This design comes from an exercise in tuning for small area, a short achievable clock period and few clock cycles on the open sky130 flow, not from production work.
The RTL was checked by simulation tests, not by an equivalence proof against the original design.
Power is estimated from default activity; no workload was simulated.

$ cat flow/run.sh
#!/bin/bash
# synth_recipe.tcl (not shown) runs the flow's synth.tcl, then flattens the netlist and writes it again
# the make line also repeats each setting of config.mk as NAME=value (left out here)
make -C /OpenROAD-flow-scripts/flow DESIGN_CONFIG=/design/flow/config.mk WORK_HOME=/design/flow/orfs CLKGATE_MAP_FILE= SYNTH_SCRIPT=/design/flow/synth_recipe.tcl finish
$ cat flow/config.mk
export PLATFORM = sky130hd
export DESIGN_NAME = nc_cpu_top
export DESIGN_NICKNAME = nc_cpu_top
export VERILOG_FILES = /design/flow/design.v
export SDC_FILE = /design/flow/constraint.sdc
export NUM_CORES = 4
export LEC_CHECK = 0
export CAP_MARGIN = 20
export CORE_MARGIN = 2
export CORE_UTILIZATION = 40
export PLACE_DENSITY = 0.6
export SLEW_MARGIN = 20
$ cat flow/constraint.sdc
create_clock -name core_clock -period 11.0 [get_ports {clk}]
set_input_delay 2.2000 -clock core_clock [delete_from_list [all_inputs] [get_ports {clk}]]
set_output_delay 2.2000 -clock core_clock [all_outputs]
set_load 0.01 [all_outputs]
$ cat flow/design.v
package cpu_pkg;
    typedef logic [15:0] word_t;
    typedef logic [7:0]  bank_t;
    typedef logic [23:0] addr_t;    
    typedef logic [2:0]  reg_idx_t;
    typedef enum logic [3:0] {
        OP_NOP     = 4'h0,
        OP_MOV     = 4'h1,
        OP_ADD     = 4'h2,
        OP_SUB     = 4'h3,
        OP_AND     = 4'h4,
        OP_OR      = 4'h5,
        OP_XOR     = 4'h6,
        OP_CMP     = 4'h7,
        OP_MOVI    = 4'h8,
        OP_MUL     = 4'h9,
        OP_JMPI    = 4'hA,
        OP_JMP     = 4'hB,
        OP_BRANCH  = 4'hC,
        OP_LOAD    = 4'hD,
        OP_STORE   = 4'hE,
        OP_SPECIAL = 4'hF
    } opcode_t;
    typedef struct packed {
        opcode_t    opcode;
        reg_idx_t   rd;
        reg_idx_t   rs;
        reg_idx_t   rt;
        logic [2:0] func;    
    } instr_r_t;
    typedef struct packed {
        opcode_t    opcode;
        logic [2:0] sel;     
        logic [8:0] imm;
    } instr_i_t;
    typedef union packed {
        instr_r_t r;
        instr_i_t i;
    } instr_u;
    typedef enum logic [2:0] {
        ALU_ADD, ALU_SUB, ALU_AND, ALU_OR, ALU_XOR, ALU_MUL, ALU_PASS
    } alu_op_t;
    localparam int FLAG_Z = 0;
    localparam int FLAG_N = 1;
    localparam int FLAG_C = 2;
    localparam int FLAG_V = 3;
    localparam logic [2:0] COND_EQ = 3'd0;
    localparam logic [2:0] COND_NE = 3'd1;
    localparam logic [2:0] COND_CS = 3'd2;
    localparam logic [2:0] COND_CC = 3'd3;
    localparam logic [2:0] COND_MI = 3'd4;
    localparam logic [2:0] COND_PL = 3'd5;
    localparam logic [2:0] COND_VS = 3'd6;
    localparam logic [2:0] COND_VC = 3'd7;
    localparam logic [2:0] FUNC_MOV_RR       = 3'd0;    
    localparam logic [2:0] FUNC_MOV_TO_DBR   = 3'd2;    
    localparam logic [2:0] FUNC_MOV_FROM_DBR = 3'd3;    
    localparam logic [2:0] FUNC_HALT         = 3'd6;
endpackage
`timescale 1ns/1ps
module nc_cpu_top #(
    parameter logic [7:0]  RESET_BANK      = 8'h01,
    parameter logic [15:0] RESET_OFFSET    = 16'h8000,
    parameter logic [7:0]  RESET_DATA_BANK = 8'h00
) (
    input  logic        clk,
    input  logic        reset_n,
    output logic        mem_valid,
    output logic        mem_we,
    output logic [23:0] mem_addr,
    output logic [15:0] mem_wdata,
    input  logic        mem_ready,
    input  logic [15:0] mem_rdata,
    output logic        halted
);
    logic [15:0] regs [8];
    logic        fz, fn, fc, fv;
    logic [7:0]  dbr;
    logic [15:0] ir;        
    logic        iv;        
    logic        run;       
    logic [15:0] fa;        
    logic [3:0]  op;
    logic [2:0]  rd, rs, rt, fnc;
    logic [15:0] simm;
    assign op   = ir[15:12];
    assign rd   = ir[11:9];
    assign rs   = ir[8:6];
    assign rt   = ir[5:3];
    assign fnc  = ir[2:0];
    assign simm = {{7{ir[8]}}, ir[8:0]};
    logic is_ld, is_st, is_mem, is_halt, is_jmpi, is_jmp, is_br;
    assign is_ld   = (op == 4'hD);
    assign is_st   = (op == 4'hE);
    assign is_mem  = is_ld || is_st;
    assign is_halt = (op == 4'hF) && (fnc == 3'd6);
    assign is_jmpi = (op == 4'hA);
    assign is_jmp  = (op == 4'hB);
    assign is_br   = (op == 4'hC);
    logic [2:0]  pb_idx;
    logic [15:0] a_val, b_val;
    assign pb_idx = is_st ? rd : rt;
    assign a_val  = regs[rs];
    assign b_val  = regs[pb_idx];
    logic cond;
    always_comb begin
        case (rd)
            3'd0: cond =  fz;
            3'd1: cond = !fz;
            3'd2: cond =  fc;
            3'd3: cond = !fc;
            3'd4: cond =  fn;
            3'd5: cond = !fn;
            3'd6: cond =  fv;
            default: cond = !fv;
        endcase
    end
    logic        redir, dacc, hlt, fetching;
    logic [6:0]  page;
    logic [15:0] target, cur;
    assign page   = (fa[8:1] == 8'd0) ? fa[15:9] - 7'd1 : fa[15:9];
    assign redir  = iv && (is_jmpi || is_jmp || (is_br && cond));
    assign target = is_jmpi ? {page, ir[8:0]} : is_jmp ? a_val : fa + simm;
    assign cur    = redir ? target : fa;
    assign dacc     = iv && is_mem;
    assign hlt      = iv && is_halt;
    assign fetching = run && !dacc && !hlt;
    assign halted    = hlt;
    assign mem_valid = run && !hlt;
    assign mem_we    = dacc && is_st;
    assign mem_addr  = dacc ? {dbr, a_val} : {RESET_BANK, cur};
    assign mem_wdata = b_val;
    logic        sub;
    logic [16:0] sum;
    logic [15:0] bx, prod, res;
    logic        carry, ovf;
    assign sub   = (op == 4'h3) || (op == 4'h7);
    assign bx    = sub ? ~b_val : b_val;
    assign sum   = {1'b0, a_val} + {1'b0, bx} + {16'd0, sub};
    assign carry = sum[16] ^ sub;
    assign ovf   = (a_val[15] == bx[15]) && (sum[15] != a_val[15]);
    assign prod  = a_val * b_val;
    logic wr, set_zn, set_cv, dbr_wr;
    always_comb begin
        res    = sum[15:0];
        wr     = 1'b0;
        set_cv = 1'b0;
        dbr_wr = 1'b0;
        case (op)
            4'h1: begin
                res = (fnc == 3'd3) ? {8'h00, dbr} : a_val;
                wr  = (fnc == 3'd0) || (fnc == 3'd3);
                dbr_wr = (fnc == 3'd2);
            end
            4'h2, 4'h3: begin wr = 1'b1; set_cv = 1'b1; end
            4'h7:       set_cv = 1'b1;
            4'h4: begin res = a_val & b_val; wr = 1'b1; end
            4'h5: begin res = a_val | b_val; wr = 1'b1; end
            4'h6: begin res = a_val ^ b_val; wr = 1'b1; end
            4'h8: begin res = simm; wr = 1'b1; end
            4'h9: begin res = prod; wr = 1'b1; end
            4'hD: res = mem_rdata;
            default: ;
        endcase
        set_zn = wr || (op == 4'h7) || is_ld;
    end
    logic ex_alu, ex_ld, wen;
    assign ex_alu = iv && !is_mem;
    assign ex_ld  = iv && is_ld && mem_ready;
    assign wen    = (ex_alu && wr) || ex_ld;
    always_ff @(posedge clk or negedge reset_n) begin
        if (!reset_n) begin
            for (int i = 0; i < 8; i++)
                regs[i] <= '0;
            {fz, fn, fc, fv} <= 4'h0;
            dbr <= RESET_DATA_BANK;
        end else begin
            if (wen)
                regs[rd] <= res;
            if ((ex_alu && set_zn) || ex_ld) begin
                fz <= (res == 16'd0);
                fn <= res[15];
            end
            if (ex_alu && set_cv) begin
                fc <= carry;
                fv <= ovf;
            end
            if (ex_alu && dbr_wr)
                dbr <= a_val[7:0];
        end
    end
    always_ff @(posedge clk or negedge reset_n) begin
        if (!reset_n) begin
            run <= 1'b0;
            iv  <= 1'b0;
            fa  <= RESET_OFFSET;
        end else begin
            run <= 1'b1;
            if (fetching) begin
                iv <= mem_ready;
                fa <= mem_ready ? cur + 16'd2 : cur;
            end else if (dacc && mem_ready) begin
                iv <= 1'b0;
            end
        end
    end
    always_ff @(posedge clk) begin
        if (fetching && mem_ready)
            ir <= mem_rdata;
    end
endmodule
==> summary.txt <==
-- layer usage --
metal | wire length, um | GRT usage, % | up-vias | share of wire [%]
li1 | - | - | 6568 | -
met1 | 26200 | 39.6 | 7353 | 42
met2 | 27900 | 45.3 | 890 | 44
met3 | 6070 | 5.66 | 165 | 9.7
met4 | 2680 | 11.3 | 4 | 4.3
met5 | 27 | 0 | - | 0.043
-- sequential cells by signal, summed over array words and instances, names as in the netlist --
name and flops:
run 1, fa 16, fz 1, iv 1, fn 1, regs 128, ir 16, fc 1
fv 1, dbr 8
-- worst register-to-register path, delay by kind of cell, from the launching register on --
family,cells,cell delay (ns)
buf+inv,4,0.51
fa+ha+maj,7,3.26
simple gates,2,1.06
xor+xnor,9,1.85
mux,2,1.09
flops,1,0.82
compound gates,4,0.94
-- area by class of cell --
cell class              instances  area, um2
fillers                      4066      23100
flip-flops and latches        174       4440
multi-input cells            1404      11400
inverters                     172        648
clock buffers                  17        425
clock inverters                14        173
well taps                     539        674
repair buffers                118       1040
-- path summary, 6_finish.rpt --
kind	from	to	slack (ns)	depth (start not counted)
max	ir[13]$_DFFE_PP_	regs[1][15]$_DFFE_PN0P_	1.44	28
min	fv$_DFFE_PN0P_	fv$_DFFE_PN0P_	0.50	2
max reg2reg	ir[13]$_DFFE_PP_	regs[1][15]$_DFFE_PN0P_	1.44	28
min reg2reg	fv$_DFFE_PN0P_	fv$_DFFE_PN0P_	0.50	2
max in group asynchronous	reset_n	regs[5][13]$_DFFE_PN0P_	7.97	2
min in group asynchronous	reset_n	fa[13]$_DFFE_PN0P_	1.79	1
-- through the flow --
step                      worst slack (ns)  cell area, um2  cells
after CTS                             1.59           18700   2437
final                                 1.44           18800   2438
after floorplan                       3.50           16900   1851
after detailed placement              1.59           18100   2406
after global routing                  1.08           18800   2438
after global placement                1.77           18100   2406
-- power groups by stage --
stage	Combinational [mW]	Clock [mW]	Sequential, mW
6_report	5.21	0.634	1.15
5_1_grt	5.75	0.662	1.18
3_3_place_gp	5.04	0	1.15
4_1_cts	5.16	0.640	1.14
2_1_floorplan	3.67	0	1.04
3_5_place_dp	5.12	0	1.15
-- synth_stat cells (19+ instances only) --
cell type | count | area share [%]
xor2_1 | 25 | 1.3
ha_1 | 113 | 8.4
mux2i_1 | 26 | 1.5
inv_1 | 164 | 3.6
buf_2 | 26 | 0.77
nor2b_1 | 19 | 0.70
nand3_1 | 20 | 0.59
mux2_2 | 133 | 8.9
nor3b_1 | 21 | 0.93
fa_1 | 82 | 9.7
a22oi_1 | 41 | 1.8
nand2_1 | 184 | 4.1
clkbuf_1 | 55 | 1.2
nor2_1 | 175 | 3.9
xnor2_1 | 68 | 3.5
dfrtp_1 | 157 | 23
a21oi_1 | 89 | 2.6
o21ai_0 | 80 | 2.4
-- kinds of logic (layout without fill, tap and decap cells) --
logic type / count (synthesis) / in the layout / synth area share, %
XOR/XNOR: 97 / 97 / 5.35
other: 1 / 1 / 0.0222
flip-flops: 174 / 174 / 26.2
AND/OR/NAND/NOR: 522 / 522 / 14.3
AO/OA/AOI/OAI: 416 / 416 / 17.2
buffers and inverters: 273 / 321 / 6.87
multiplexers: 173 / 173 / 11.9
adder cells (fa/ha/maj): 195 / 195 / 18.1
==> results.json <==
{
  "num-nets-final": 2101,
  "htree_num_levels": 4,
  "syn_nets": 2065,
  "comb_power_share_pct": 74.5,
  "cts_hold_buf": 0,
  "avgSynthCellArea_um2": 9.13,
  "grt_pass1_wl_um": 95200,
  "ys_types": 98,
  "antenna_cells": 0,
  "cts_setup_buffers": 0,
  "p_total_mw": 7.00,
  "yosys_warnings": 2,
  "drive_gt1_share_pct": 14.4,
  "cap_violations": 0,
  "start_util_pct": 40.4,
  "cpMaxStageDelayCell": "edfxtp_1",
  "p_sw_mw": 3.59,
  "setup_violations": 0,
  "root_buffer": "clkbuf_16",
  "cts_buffers": 17,
  "period_needed_ns": 9.56,
  "die-area_um2": 43900,
  "hold_violations": 0,
  "p_sw_share_pct": 51.3,
  "critPathMaxStageDelay_ns": 0.82,
  "synth-main-ff-cell": "dfrtp_1",
  "crit_fanout": 22,
  "die_x_um": 210,
  "antenna_found_initial": 2,
  "worst-slew-pin-transition_ns": 1.15,
  "hold_path.class": "flop to flop",
  "arrival_ns": 9.97,
  "power_frac_clock_pct": 9.1,
  "critPathTopFamily": "adder cells",
  "p_int_mw": 3.41,
  "fin_setup_tns_ns": 0,
  "ys_ff_latch": 174,
  "insertion_delay_ns": 0.47,
  "syn-instance-count": 1851,
  "critPathKind": "flop to flop",
  "hold_ws_ns": 0.501,
  "crit_path_start_kind": "flop",
  "maxSlewViolCount": 0,
  "drt_iter0_drc": 2119,
  "synth_enable_flop_cells": 16,
  "grt-ovfl-total": 0,
  "dp_hpwl_um": 45900,
  "ir_drop_mv": 0.344,
  "final_cell_mix": "nand2_1 (184), nor2_1 (172), inv_1 (164)",
  "p_per_area_nw_per_um2": 373,
  "async_reset_ff_share_pct": 90.8,
  "relSlewSlack_pct": 23.1,
  "p_seq_share_pct": 16.5,
  "routed_wl_um": 62800,
  "finClkSkew_ns": 0.0148,
  "cts_resized": 0,
  "port-buffer-count": 61,
  "gp_congestion": 0.931,
  "synth_area_um2": 16900,
  "syn_to_final_growth_pct": 10.9,
  "fin_util_pct": 44.8,
  "power.leakage_nw": 8.32,
  "ys_seq_area_share_pct": 26.2,
  "cp_num_buf_inv": 4,
  "clk_pin_slew_worst_paths_ns": 0.08,
  "grt_pass1_vias": 14700,
  "dieHeight_um": 210,
  "fmax_ghz": 0.105,
  "via_per_inst": 6.14,
  "status": "complete, no violations",
  "drt_pass1_iterations": 8,
  "wire_per_inst_um": 25.8,
  "cts_tree": "yes",
  "grt.total_usage_pct": 28.9,
  "drcViolationCount": 0,
  "vias": 15000,
  "endpoint_kind": "flop",
  "final_common_cell": "nand2_1",
  "grt_max_degree": 84,
  "fin_crit_sh_pct": 86.9,
  "core_area_um2": 41900,
  "num_rows": 75,
  "rsz0062_at_grt": "no",
  "ios": 62,
  "ant_nets": 0,
  "cts.sinks": 174,
  "cts_buffer_depth": 2,
  "worstPathRequired_ns": 11.41
}
Testbench counts, summed over its fixed seeds: cycles 79,559.

==> re-timing with driven ports <==
In the flow no input, the clock included, has a driving cell. The finished layout below was timed again as built, in two steps. Step 1: set_driving_cell puts a clkbuf_16 on clk and a buf_2 on each other input, an assumption about the parent block. Step 2, shift: input delay + t, output delay - t, t = (earliest + latest rising clock arrival at the registers) / 2. This alone moves slack from input paths to output paths. Slacks: no drivers / after step 1 / after step 2; pairs: no drivers / after step 1.
shift t [ns]: 0.516
slack for setup (ns): 1.438 / 1.438 / 1.438
hold slack, ns: 0.501 / 0.501 / 0.501
worst setup path at the end: register to register
clock arrival spread, ns: 0.015 / 0.015
After both steps this run still meets setup and hold. The setup slack of this run moves by 0.000 ns with the drivers and by 0.000 ns with both steps.
